From an optimization exercise on the open Yosys and OpenROAD flow, aimed at small area and a short achievable clock period; shortcuts taken in it are not production practice.
Where RTL was checked, it was by simulation tests only, not by an equivalence proof against the original.
Power is estimated from default activity; no workload was simulated.

==> module pkt_router_ctl, before the edit <==
module pkt_router_ctl
#(
  parameter int unsigned NUM_CHANS = pkt_router_pkg::DEF_NUM_CHANS
) (
  input  logic                 reset,
  input  logic                 in_vld,
  input  logic [NUM_CHANS-1:0] out_rdy,
  input  logic                 wc_one,    
  input  logic                 dw_zero,   
  input  logic                 l_vld,
  input  logic [NUM_CHANS-1:0] l_route,
  input  logic                 l_nz,
  input  logic [NUM_CHANS-1:0] out_vld,
  input  logic                 wait_zero,
  output logic                 l_vld_nxt,
  output logic [NUM_CHANS-1:0] out_vld_nxt,
  output logic                 wz_nxt,
  output logic                 rdy,
  output logic                 count,
  output logic [1:0]           cnt_pulse
);
  logic [NUM_CHANS-1:0] x_n;       
  logic [NUM_CHANS-1:0] blk;       
  logic [3:0]           free2;     
  logic [1:0]           some_blk;  
  logic [1:0]           some_blk_i;
  logic                 all_free;
  logic                 dispatch;
  logic                 blocked;
  for (genvar c = 0; c < NUM_CHANS; c++) begin : g_blk
    pkt_router_nand2 u_x (.a(l_route[c]), .b(out_vld[c]), .y(x_n[c]));
    pkt_router_nor2  u_b (.a(x_n[c]), .b(out_rdy[c]), .y(blk[c]));
  end
  for (genvar k = 0; k < 4; k++) begin : g_free2
    pkt_router_nor2 u_f (.a(blk[2*k]), .b(blk[2*k+1]), .y(free2[k]));
  end
  for (genvar k = 0; k < 2; k++) begin : g_some
    pkt_router_nand2 u_s (.a(free2[2*k]), .b(free2[2*k+1]), .y(some_blk[k]));
    pkt_router_nand2 u_si (.a(free2[2*k]), .b(free2[2*k+1]), .y(some_blk_i[k]));
  end
  logic rdy_en;     
  logic disp_en_n;  
  logic zdrop;      
  logic wdrop_en;   
  always_comb begin
    rdy_en    = l_vld && !wait_zero;
    disp_en_n = !(!reset && l_vld && l_nz);
    zdrop     = !reset && l_vld && !l_nz;
    wdrop_en  = !reset && l_vld && wait_zero;
  end
  pkt_router_oai21 u_rdy (
    .a1(some_blk[0]), .a2(some_blk[1]), .b1(rdy_en), .y(rdy));
  pkt_router_nor3 u_disp (
    .a(some_blk[0]), .b(some_blk[1]), .c(disp_en_n),
    .y(cnt_pulse[pkt_router_pkg::CNT_ROUTED]));
  pkt_router_ao221 u_drop (
    .a1(wdrop_en), .a2(some_blk[0]), .b1(wdrop_en), .b2(some_blk[1]), .c1(zdrop),
    .x(cnt_pulse[pkt_router_pkg::CNT_DROP]));
  always_comb begin
    all_free = !(some_blk_i[0] || some_blk_i[1]);
    dispatch = l_vld && l_nz && all_free;
    blocked  = l_vld && !all_free;
    count    = blocked && !wait_zero;
    l_vld_nxt   = !reset && (rdy ? in_vld : l_vld);
    wz_nxt      = count ? wc_one : dw_zero;
    for (int unsigned c = 0; c < NUM_CHANS; c++) begin
      out_vld_nxt[c] = !reset && ((dispatch && l_route[c]) || (out_vld[c] && !out_rdy[c]));
    end
  end
endmodule
==> module pkt_router_ao221, before the edit <==
module pkt_router_ao221 (
  input  logic a1,
  input  logic a2,
  input  logic b1,
  input  logic b2,
  input  logic c1,
  output logic x
);
  assign x = (a1 & a2) | (b1 & b2) | c1;
endmodule
export LEC_CHECK = 0
export CAP_MARGIN = 20
export CORE_AREA = 2 2 358 358
export DIE_AREA = 0 0 360 360
export SETUP_SLACK_MARGIN = 3.1
export SLEW_MARGIN = 20
export SYNTH_HIERARCHICAL = 1
export SYNTH_MINIMUM_KEEP_SIZE = 0
create_clock -name core_clock -period 6.0 [get_ports {clk}]
standard.sh (not shown) runs the stock make flow with config.mk's settings and CLKGATE_MAP_FILE= SYNTH_SCRIPT=/design/flow/synth_recipe.tcl, a recipe that flattens the netlist after the stock synthesis.
==> flow/flow/run.sh <==
#!/bin/bash
# Standard ORFS layout with:
#  - buf_1 port buffers (every port still gets its own buffer),
#  - denser pin placement, with the handshake/control pins kept together
#    and the clock pin alone in the middle of the left edge (io_pre.tcl),
#  - a lower global-routing layer derating (fastroute.tcl),
#  - a clock tree of clkbuf_8 over sink clusters of at most 15 flops within
#    50 um, without dummy loads.
# Make output goes to flow_make.log; ORFS keeps each step's tool log under
# orfs/logs.
set -euo pipefail
here=$(pwd)
bash standard.sh \
  'BUFFER_PORTS_ARGS=-buffer_cell sky130_fd_sc_hd__buf_1' \
  'PLACE_PINS_ARGS=-min_distance 1 -min_distance_in_tracks -exclude left:175-185 -group_pins {pkt_out_rdy_in[0] pkt_out_rdy_in[1] pkt_out_rdy_in[2] pkt_out_rdy_in[3] pkt_out_rdy_in[4] pkt_out_rdy_in[5] pkt_out_rdy_in[6] pkt_out_rdy_in[7] pkt_in_rdy_out rt_cnt_out[0] rt_cnt_out[1] reset}' \
  "FASTROUTE_TCL=$here/flow/fastroute.tcl" \
  "PRE_IO_PLACEMENT_TCL=$here/flow/io_pre.tcl" \
  'CTS_ARGS=-sink_clustering_enable -repair_clock_nets -dont_use_dummy_load -sink_clustering_size 15 -sink_clustering_max_diameter 50 -buf_list {sky130_fd_sc_hd__clkbuf_8}' \
  finish > flow_make.log 2>&1
==> flow/flow/fastroute.tcl <==
set_global_routing_layer_adjustment $::env(MIN_ROUTING_LAYER)-$::env(MAX_ROUTING_LAYER) 0.1

set_routing_layers -clock $::env(MIN_CLK_ROUTING_LAYER)-$::env(MAX_ROUTING_LAYER)
set_routing_layers -signal $::env(MIN_ROUTING_LAYER)-$::env(MAX_ROUTING_LAYER)
==> flow/flow/io_pre.tcl <==
# Place the clock pin by hand in the middle of the left edge, on met3 (a
# clock routing layer, so its wire needs no via stack at the pin), and keep
# every other pin at least 5 um away from it (-exclude in PLACE_PINS_ARGS):
# with neighbouring pins on adjacent tracks the router cannot clear the
# clock wire's spacing.
place_pin -pin_name clk -layer met3 -location {0 179.86} -pin_size {0.8 0.3} -force_to_die_boundary
Then changed:
--- a/flow/design.v
+++ b/flow/design.v
@@ -195,47 +195,48 @@
   output logic [1:0]           cnt_pulse
 );
   logic [NUM_CHANS-1:0] x_n;       
   logic [NUM_CHANS-1:0] blk;       
   logic [3:0]           free2;     
   logic [1:0]           some_blk;  
-  logic [1:0]           some_blk_i;
   logic                 all_free;
   logic                 dispatch;
   logic                 blocked;
   for (genvar c = 0; c < NUM_CHANS; c++) begin : g_blk
     pkt_router_nand2 u_x (.a(l_route[c]), .b(out_vld[c]), .y(x_n[c]));
     pkt_router_nor2  u_b (.a(x_n[c]), .b(out_rdy[c]), .y(blk[c]));
   end
   for (genvar k = 0; k < 4; k++) begin : g_free2
     pkt_router_nor2 u_f (.a(blk[2*k]), .b(blk[2*k+1]), .y(free2[k]));
   end
   for (genvar k = 0; k < 2; k++) begin : g_some
     pkt_router_nand2 u_s (.a(free2[2*k]), .b(free2[2*k+1]), .y(some_blk[k]));
-    pkt_router_nand2 u_si (.a(free2[2*k]), .b(free2[2*k+1]), .y(some_blk_i[k]));
   end
   logic rdy_en;     
   logic disp_en_n;  
-  logic zdrop;      
+  logic zdrop_n;    
   logic wdrop_en;   
+  logic wdrop_n;    
   always_comb begin
     rdy_en    = l_vld && !wait_zero;
     disp_en_n = !(!reset && l_vld && l_nz);
-    zdrop     = !reset && l_vld && !l_nz;
-    wdrop_en  = !reset && l_vld && wait_zero;
+    zdrop_n   = !(l_vld && !l_nz);
+    wdrop_en  = l_vld && wait_zero;
   end
   pkt_router_oai21 u_rdy (
     .a1(some_blk[0]), .a2(some_blk[1]), .b1(rdy_en), .y(rdy));
   pkt_router_nor3 u_disp (
     .a(some_blk[0]), .b(some_blk[1]), .c(disp_en_n),
     .y(cnt_pulse[pkt_router_pkg::CNT_ROUTED]));
-  pkt_router_ao221 u_drop (
-    .a1(wdrop_en), .a2(some_blk[0]), .b1(wdrop_en), .b2(some_blk[1]), .c1(zdrop),
-    .x(cnt_pulse[pkt_router_pkg::CNT_DROP]));
+  pkt_router_oai21 u_wdrop (
+    .a1(some_blk[0]), .a2(some_blk[1]), .b1(wdrop_en), .y(wdrop_n));
+  pkt_router_aoi21 u_drop (
+    .a1(zdrop_n), .a2(wdrop_n), .b1(reset),
+    .y(cnt_pulse[pkt_router_pkg::CNT_DROP]));
   always_comb begin
-    all_free = !(some_blk_i[0] || some_blk_i[1]);
+    all_free = !(some_blk[0] || some_blk[1]);
     dispatch = l_vld && l_nz && all_free;
     blocked  = l_vld && !all_free;
     count    = blocked && !wait_zero;
     l_vld_nxt   = !reset && (rdy ? in_vld : l_vld);
     wz_nxt      = count ? wc_one : dw_zero;
     for (int unsigned c = 0; c < NUM_CHANS; c++) begin
@@ -360,22 +361,12 @@
     end
     for (int unsigned c = 0; c < NUM_CHANS; c++) begin
       if (ch_free[c]) out_data[c*PKT_BITS +: PKT_BITS] <= l_data;
     end
   end
 endmodule
-module pkt_router_ao221 (
-  input  logic a1,
-  input  logic a2,
-  input  logic b1,
-  input  logic b2,
-  input  logic c1,
-  output logic x
-);
-  assign x = (a1 & a2) | (b1 & b2) | c1;
-endmodule
 module pkt_router_nor3 (
   input  logic a,
   input  logic b,
   input  logic c,
   output logic y
 );
Outcome: Worst setup slack gets better by 0.061 ns. Die area is unchanged. Global-route usage is about the same. First-iteration DRC count rose by 1.3%. Synthesized area hardly moves. Sequential cell count does not change. Design area hardly moves. Cell count barely changes. Routed wire length stays flat. Power barely changes. Hold slack stays flat. Combinational power stays flat. Count of clock-buffer cells in the layout came out higher by 3.
Only the layout flow was run in the first run of this note; the RTL was not checked for function there.

==> what the ideal ports hide <==
How much do the figures lean on ideal ports? The routed layouts below were timed once more, with nothing changed but the port constraints.
Step 1 assumes that a clkbuf_16 drives the clock port and a buf_2 every other input.
Step 2 moves the port delays by t, midway between the first and last clock arrival at a register: inputs arrive t later, outputs are due t later. That takes back most of the time a late clock gives input paths.
a / b / c = ideal / step 1 / step 2; a / b = the first two.
run | t (ns) | slack for setup (ns) | worst register clock-pin slew, ns | worst data-port slew with drivers (ns)
the first run | 0.788 | 2.672 / 2.543 / 2.319 | 0.10 / 0.10 | 0.29
the second run | 0.791 | 2.734 / 2.597 / 2.252 | 0.09 / 0.09 | 0.27
After both steps setup and hold are still met in every run listed. For the second run, which loses most, drivers alone change the setup slack by -0.137 ns; drivers and shift together by -0.482 ns.
